From an optimization exercise on the open Yosys and OpenROAD flow, aimed at small area, a short achievable clock period and few clock cycles per item; shortcuts taken in it are not production practice.

==> inputs of v29 <==
==> flow/design.v <==
`timescale 1ns/1ps
package mat_cfg_pkg;
    localparam int MAT_N  = 4;
    localparam int IDX_W  = 2;
    localparam int ADDR_W = 4;
    localparam int OPND_W = 8;
    localparam int ACC_W  = 20;
    typedef logic signed [OPND_W-1:0] operand_t;
    typedef logic signed [ACC_W-1:0]  acc_t;
    typedef logic [MAT_N*OPND_W-1:0] opnd_row_t;
    typedef logic [MAT_N*ACC_W-1:0] acc_row_t;
endpackage
`timescale 1ns/1ps
package mat_ctrl_pkg;
    typedef enum logic [1:0] {
        OP_NOP    = 2'd0,
        OP_LOAD_A = 2'd1,
        OP_LOAD_B = 2'd2,
        OP_START  = 2'd3
    } host_op_e;
    typedef enum logic [1:0] {
        EX_IDLE,
        EX_MAC,
        EX_STORE
    } exec_state_e;
endpackage
`timescale 1ns/1ps
import mat_ctrl_pkg::*;
module host_cmd_decode (
    input  logic                           clk,
    input  logic                           rst_n,
    input  logic                           cmd_valid,
    input  logic [1:0]                     cmd_op,
    input  logic                           busy_next,
    output logic                           wr_a,
    output logic                           wr_b,
    output logic                           start
);
    logic cmd_ok;
    assign cmd_ok = cmd_valid && !busy_next;
    assign wr_a   = cmd_ok && (cmd_op == OP_LOAD_A);
    assign wr_b   = cmd_ok && (cmd_op == OP_LOAD_B);
    always_ff @(posedge clk or negedge rst_n) begin
        if (!rst_n) begin
            start <= 1'b0;
        end else begin
            start <= cmd_ok && (cmd_op == OP_START);
        end
    end
endmodule
`timescale 1ns/1ps
import mat_cfg_pkg::*;
module operand_bank (
    input  logic                                 clk,
    input  logic                                 rst_n,
    input  logic                                 wr_a,
    input  logic                                 wr_b,
    input  logic                                 sel_a,
    input  logic [mat_cfg_pkg::ADDR_W-1:0]       addr,
    input  mat_cfg_pkg::operand_t                data,
    output logic [OPND_W-1:0]                    old_val,
    output logic [MAT_N*OPND_W-1:0]              x_row
);
    logic [MAT_N*MAT_N*OPND_W-1:0] mat_a;
    logic [MAT_N*MAT_N*OPND_W-1:0] mat_b;
    logic [IDX_W-1:0]              ai;
    logic [IDX_W-1:0]              aj;
    logic [IDX_W-1:0]              n_sel;
    logic [IDX_W-1:0]              rot;
    logic [MAT_N*OPND_W-1:0]       a_col;
    logic [MAT_N*OPND_W-1:0]       b_row;
    logic [MAT_N*OPND_W-1:0]       vec;
    assign ai    = addr[ADDR_W-1:IDX_W];
    assign aj    = addr[IDX_W-1:0];
    assign n_sel = sel_a ? aj : ai;
    assign rot   = sel_a ? ai : aj;
    always_ff @(posedge clk or negedge rst_n) begin
        if (!rst_n) begin
            mat_a <= '0;
            mat_b <= '0;
        end else begin
            for (int e = 0; e < MAT_N*MAT_N; e++) begin
                if (wr_a && addr == ADDR_W'(e)) mat_a[e*OPND_W +: OPND_W] <= data;
                if (wr_b && addr == ADDR_W'(e)) mat_b[e*OPND_W +: OPND_W] <= data;
            end
        end
    end
    always_comb begin
        for (int n = 0; n < MAT_N; n++) begin
            a_col[n*OPND_W +: OPND_W] = mat_a[(n*MAT_N + n_sel)*OPND_W +: OPND_W];
            b_row[n*OPND_W +: OPND_W] = mat_b[(n_sel*MAT_N + n)*OPND_W +: OPND_W];
        end
        vec = sel_a ? b_row : a_col;
        for (int m = 0; m < MAT_N; m++) begin
            logic [IDX_W-1:0] q;
            q = IDX_W'(m) - rot;
            x_row[m*OPND_W +: OPND_W] = vec[q*OPND_W +: OPND_W];
        end
        old_val = sel_a ? a_col[ai*OPND_W +: OPND_W] : b_row[aj*OPND_W +: OPND_W];
    end
endmodule
`timescale 1ns/1ps
import mat_cfg_pkg::*;
module matmul_execute (
    input  logic                            clk,
    input  logic                            rst_n,
    input  logic                            start,
    input  logic                            load,
    input  logic                            sel_a,
    input  logic [ADDR_W-1:0]               addr,
    input  mat_cfg_pkg::operand_t           data,
    input  logic [OPND_W-1:0]               old_val,
    input  logic [MAT_N*OPND_W-1:0]         x_row,
    output logic                            busy,
    output logic                            busy_next,
    output logic                            done,
    output logic [MAT_N*MAT_N*ACC_W-1:0]    c_live
);
    localparam int DW = OPND_W + 1;
    logic                        s1_vld;
    logic signed [DW-1:0]        s1_d;
    logic signed [OPND_W-1:0]    s1_x   [MAT_N];
    logic [IDX_W-1:0]            s1_sel [MAT_N];
    logic signed [ACC_W-1:0]     c_old  [MAT_N];
    logic signed [ACC_W-1:0]     c_new  [MAT_N];
    assign busy_next = start;
    always_ff @(posedge clk or negedge rst_n) begin
        if (!rst_n) begin
            busy <= 1'b0;
            done <= 1'b0;
        end else begin
            busy <= busy_next;
            if (start) begin
                done <= 1'b0;
            end else if (busy) begin
                done <= 1'b1;
            end
        end
    end
    always_ff @(posedge clk or negedge rst_n) begin
        if (!rst_n) begin
            s1_vld <= 1'b0;
        end else begin
            s1_vld <= load;
        end
    end
    always_ff @(posedge clk) begin
        s1_d <= DW'($signed(data)) - DW'($signed(old_val));
        for (int m = 0; m < MAT_N; m++) begin
            s1_x[m] <= x_row[m*OPND_W +: OPND_W];
            s1_sel[m] <= sel_a ? addr[ADDR_W-1:IDX_W] : IDX_W'(m) - addr[IDX_W-1:0];
        end
    end
    always_comb begin
        for (int m = 0; m < MAT_N; m++) begin
            c_old[m] = '0;
            for (int r = 0; r < MAT_N; r++) begin
                if (s1_sel[m] == IDX_W'(r)) begin
                    c_old[m] = c_live[(r*MAT_N + ((m - r) & (MAT_N - 1)))*ACC_W +: ACC_W];
                end
            end
            c_new[m] = c_old[m] + s1_d * s1_x[m];
        end
    end
    always_ff @(posedge clk or negedge rst_n) begin
        if (!rst_n) begin
            c_live <= '0;
        end else begin
            for (int r = 0; r < MAT_N; r++) begin
                for (int c = 0; c < MAT_N; c++) begin
                    if (s1_vld && s1_sel[(r + c) % MAT_N] == IDX_W'(r)) begin
                        c_live[(r*MAT_N + c)*ACC_W +: ACC_W] <= c_new[(r + c) % MAT_N];
                    end
                end
            end
        end
    end
endmodule
`timescale 1ns/1ps
import mat_cfg_pkg::*;
module result_store (
    input  logic                           clk,
    input  logic                           copy,
    input  logic [MAT_N*MAT_N*ACC_W-1:0]   c_live,
    input  logic [ADDR_W-1:0]              rd_addr,
    output mat_cfg_pkg::acc_t              rd_data
);
    logic [MAT_N*MAT_N*ACC_W-1:0] res;
    always_ff @(posedge clk) begin
        if (copy) res <= c_live;
    end
    assign rd_data = res[rd_addr*ACC_W +: ACC_W];
endmodule
`timescale 1ns/1ps
import mat_cfg_pkg::*;
module mat_engine_top (
    input  logic                           clk,
    input  logic                           rst_n,
    input  logic                           cmd_valid,
    input  logic [1:0]                     cmd_op,
    input  logic [mat_cfg_pkg::ADDR_W-1:0] cmd_addr,
    input  logic [mat_cfg_pkg::OPND_W-1:0] cmd_data,
    input  logic [mat_cfg_pkg::ADDR_W-1:0] rd_addr,
    output logic [mat_cfg_pkg::ACC_W-1:0]  rd_data,
    output logic                           busy,
    output logic                           done
);
    logic                          wr_a;
    logic                          wr_b;
    logic                          start;
    logic                          busy_next;
    logic                          sel_a;
    logic [OPND_W-1:0]             old_val;
    logic [MAT_N*OPND_W-1:0]       x_row;
    logic [MAT_N*MAT_N*ACC_W-1:0]  c_live;
    assign sel_a = (cmd_op == mat_ctrl_pkg::OP_LOAD_A);
    host_cmd_decode u_decode (
        .clk       (clk),
        .rst_n     (rst_n),
        .cmd_valid (cmd_valid),
        .cmd_op    (cmd_op),
        .busy_next (busy_next),
        .wr_a      (wr_a),
        .wr_b      (wr_b),
        .start     (start)
    );
    operand_bank u_bank (
        .clk     (clk),
        .rst_n   (rst_n),
        .wr_a    (wr_a),
        .wr_b    (wr_b),
        .sel_a   (sel_a),
        .addr    (cmd_addr),
        .data    (cmd_data),
        .old_val (old_val),
        .x_row   (x_row)
    );
    matmul_execute u_exec (
        .clk       (clk),
        .rst_n     (rst_n),
        .start     (start),
        .load      (wr_a || wr_b),
        .sel_a     (sel_a),
        .addr      (cmd_addr),
        .data      (cmd_data),
        .old_val   (old_val),
        .x_row     (x_row),
        .busy      (busy),
        .busy_next (busy_next),
        .done      (done),
        .c_live    (c_live)
    );
    result_store u_result (
        .clk      (clk),
        .copy     (busy),
        .c_live   (c_live),
        .rd_addr  (rd_addr),
        .rd_data  (rd_data)
    );
endmodule
==> flow/run.sh <==
#!/bin/bash
# synth_recipe.tcl (not shown) runs the flow's synth.tcl, then flattens the netlist and writes it again
# the make line also repeats each setting of config.mk as NAME=value (left out here)
make -C /OpenROAD-flow-scripts/flow DESIGN_CONFIG=/design/flow/config.mk WORK_HOME=/design/flow/orfs CLKGATE_MAP_FILE= SYNTH_SCRIPT=/design/flow/synth_recipe.tcl finish
==> flow/config.mk <==
export PLATFORM = sky130hd
export DESIGN_NAME = mat_engine_top
export DESIGN_NICKNAME = mat_engine_top
export VERILOG_FILES = /design/flow/design.v
export SDC_FILE = /design/flow/constraint.sdc
export NUM_CORES = 4
export LEC_CHECK = 0
export CAP_MARGIN = 20
export CORE_MARGIN = 2
export CORE_UTILIZATION = 40
export PLACE_DENSITY = 0.6
export SETUP_SLACK_MARGIN = 3.5
export SLEW_MARGIN = 20
==> flow/constraint.sdc <==
create_clock -name core_clock -period 8.5 [get_ports {clk}]
set_input_delay 1.7000 -clock core_clock [delete_from_list [all_inputs] [get_ports {clk}]]
set_output_delay 1.7000 -clock core_clock [all_outputs]
set_load 0.01 [all_outputs]
==> v38: changes against v29 <==
==> flow/design.v, changed modules only <==
module operand_bank (
    input  logic                                 clk,
    input  logic                                 rst_n,
    input  logic                                 wr_a,
    input  logic                                 wr_b,
    input  logic                                 sel_a,
    input  logic [mat_cfg_pkg::ADDR_W-1:0]       addr,
    input  mat_cfg_pkg::operand_t                data,
    output logic [OPND_W-1:0]                    old_val,
    output logic [MAT_N*OPND_W-1:0]              x_row
);
    logic [MAT_N*MAT_N*OPND_W-1:0] mat_a;
    logic [MAT_N*MAT_N*OPND_W-1:0] mat_b;
    logic [IDX_W-1:0]              ai;
    logic [IDX_W-1:0]              aj;
    logic [MAT_N*OPND_W-1:0]       a_col;
    logic [MAT_N*OPND_W-1:0]       b_row;
    assign ai = addr[ADDR_W-1:IDX_W];
    assign aj = addr[IDX_W-1:0];
    always_ff @(posedge clk or negedge rst_n) begin
        if (!rst_n) begin
            mat_a <= '0;
            mat_b <= '0;
        end else begin
            for (int e = 0; e < MAT_N*MAT_N; e++) begin
                if (wr_a && addr == ADDR_W'(e)) mat_a[e*OPND_W +: OPND_W] <= data;
                if (wr_b && addr == ADDR_W'(e)) mat_b[e*OPND_W +: OPND_W] <= data;
            end
        end
    end
    always_comb begin
        for (int n = 0; n < MAT_N; n++) begin
            a_col[n*OPND_W +: OPND_W] = mat_a[(n*MAT_N + ai)*OPND_W +: OPND_W];
            b_row[n*OPND_W +: OPND_W] = mat_b[(aj*MAT_N + n)*OPND_W +: OPND_W];
        end
        for (int m = 0; m < MAT_N; m++) begin
            logic [IDX_W-1:0] ra;
            logic [IDX_W-1:0] rb;
            ra = IDX_W'(m) - ai;
            rb = IDX_W'(m) - aj;
            x_row[m*OPND_W +: OPND_W] = sel_a ? b_row[ra*OPND_W +: OPND_W]
                                              : a_col[rb*OPND_W +: OPND_W];
        end
        old_val = sel_a ? mat_a[addr*OPND_W +: OPND_W] : mat_b[addr*OPND_W +: OPND_W];
    end
endmodule
module matmul_execute (
    input  logic                            clk,
    input  logic                            rst_n,
    input  logic                            start,
    input  logic                            load,
    input  logic                            sel_a,
    input  logic [ADDR_W-1:0]               addr,
    input  mat_cfg_pkg::operand_t           data,
    input  logic [OPND_W-1:0]               old_val,
    input  logic [MAT_N*OPND_W-1:0]         x_row,
    output logic                            busy,
    output logic                            busy_next,
    output logic                            done,
    output logic [MAT_N*MAT_N*ACC_W-1:0]    c_live
);
    localparam int DW = OPND_W + 1;
    localparam int PW = DW + OPND_W;
    logic                        s1_vld;
    logic signed [DW-1:0]        s1_d;
    logic signed [OPND_W-1:0]    s1_x   [MAT_N];
    logic [IDX_W-1:0]            s1_sel [MAT_N];
    logic                        s2_vld;
    logic signed [PW-1:0]        s2_p   [MAT_N];
    logic [IDX_W-1:0]            s2_sel [MAT_N];
    logic [ACC_W-1:0]            c_old  [MAT_N];
    logic [ACC_W-1:0]            c_new  [MAT_N];
    assign busy_next = start;
    always_ff @(posedge clk or negedge rst_n) begin
        if (!rst_n) begin
            busy <= 1'b0;
            done <= 1'b0;
        end else begin
            busy <= busy_next;
            if (start) begin
                done <= 1'b0;
            end else if (busy) begin
                done <= 1'b1;
            end
        end
    end
    always_ff @(posedge clk or negedge rst_n) begin
        if (!rst_n) begin
            s1_vld <= 1'b0;
            s2_vld <= 1'b0;
        end else begin
            s1_vld <= load;
            s2_vld <= s1_vld;
        end
    end
    always_ff @(posedge clk) begin
        s1_d <= DW'($signed(data)) - DW'($signed(old_val));
        for (int m = 0; m < MAT_N; m++) begin
            s1_x[m] <= x_row[m*OPND_W +: OPND_W];
            s1_sel[m] <= sel_a ? addr[ADDR_W-1:IDX_W] : IDX_W'(m) - addr[IDX_W-1:0];
        end
    end
    always_ff @(posedge clk) begin
        for (int m = 0; m < MAT_N; m++) begin
            s2_p[m]   <= s1_d * s1_x[m];
            s2_sel[m] <= s1_sel[m];
        end
    end
    always_comb begin
        for (int m = 0; m < MAT_N; m++) begin
            c_old[m] = '0;
            for (int r = 0; r < MAT_N; r++) begin
                if (s2_sel[m] == IDX_W'(r)) begin
                    c_old[m] = c_live[(r*MAT_N + ((m - r) & (MAT_N - 1)))*ACC_W +: ACC_W];
                end
            end
            c_new[m] = c_old[m] + ACC_W'(s2_p[m]);
        end
    end
    always_ff @(posedge clk or negedge rst_n) begin
        if (!rst_n) begin
            c_live <= '0;
        end else begin
            for (int r = 0; r < MAT_N; r++) begin
                for (int c = 0; c < MAT_N; c++) begin
                    if (s2_vld && s2_sel[(r + c) % MAT_N] == IDX_W'(r)) begin
                        c_live[(r*MAT_N + c)*ACC_W +: ACC_W] <= c_new[(r + c) % MAT_N];
                    end
                end
            end
        end
    end
endmodule
- CORE_UTILIZATION: 40 -> 55
- PLACE_DENSITY: 0.6 -> 0.7
- SETUP_SLACK_MARGIN: 3.5 -> 4.5
==> comparison table <==
|  | v38 | v29 |
|---|---|---|
| Layout net count | 5198 | 5140 |
| CP Depth | 6 | 26 |
| R2R Path End | u_exec.s2_p[1][15]$_DFF_P_ | u_exec.c_live[239]$_DFFE_PN0P_ |
| Fillcell total | 7576 | 11390 |
| # Taps | 1380 | 1768 |
| Clock latency reported for the late side of the worst-skew pair | 730 ps | 750 ps |
| Global routing met1 resource utilization | 43.02% | 31.01% |
| Placement-stage cell area | 59590 um^2 | 56990 um^2 |
| Worst-case register-to-register setup slack | 4120 ps | 2350 ps |
| Status | finished clean | finished clean |
| Count of instances resized after the clock tree is built | 355 | 610 |
| Instance count of the mapped netlist | 4606 | 4414 |
| Post-synth top area share | 25.14% | 26.93% |
| Number of combinational gates with multiple inputs | 2977 | 2842 |
| Initial drt markers | 4491 | 2844 |
| Overall routed net length | 172.3 mm | 159.1 mm |
| Bufs and invs on worst path | 4 | 6 |
| Die Y | 328.3 um | 371.1 um |
| Register fraction of the total cell area | 39.94% | 37.86% |
No functional check of the RTL was part of any run of this note.

-- re-timing with driven ports --
Ports are ideal in the flow. The routed layouts listed here were re-timed in OpenROAD. Step 1: set_driving_cell puts a clkbuf_16 on clk and a buf_2 on each other input, an assumption about the parent block. Step 2 moves the port delays by t, midway between the first and last clock arrival at a register: inputs arrive t later, outputs are due t later. That takes back most of the time a late clock gives input paths. Three values: ideal, step 1, step 2; two values: the first two.
run	t, ns	slack for setup (ns)	worst hold slack (ns)	worst setup path at the end	clock arrival spread, ns
v29	0.787	2.346 / 2.346 / 2.346	0.408 / 0.408 / 0.408	register to register	0.063 / 0.063
v38	0.768	3.521 / 3.073 / 3.073	0.321 / 0.321 / 0.321	input to output	0.071 / 0.071
After both steps setup and hold are still met in every run listed. The setup slack of v38, which loses most, moves by -0.448 ns with the drivers and by -0.448 ns with both steps.
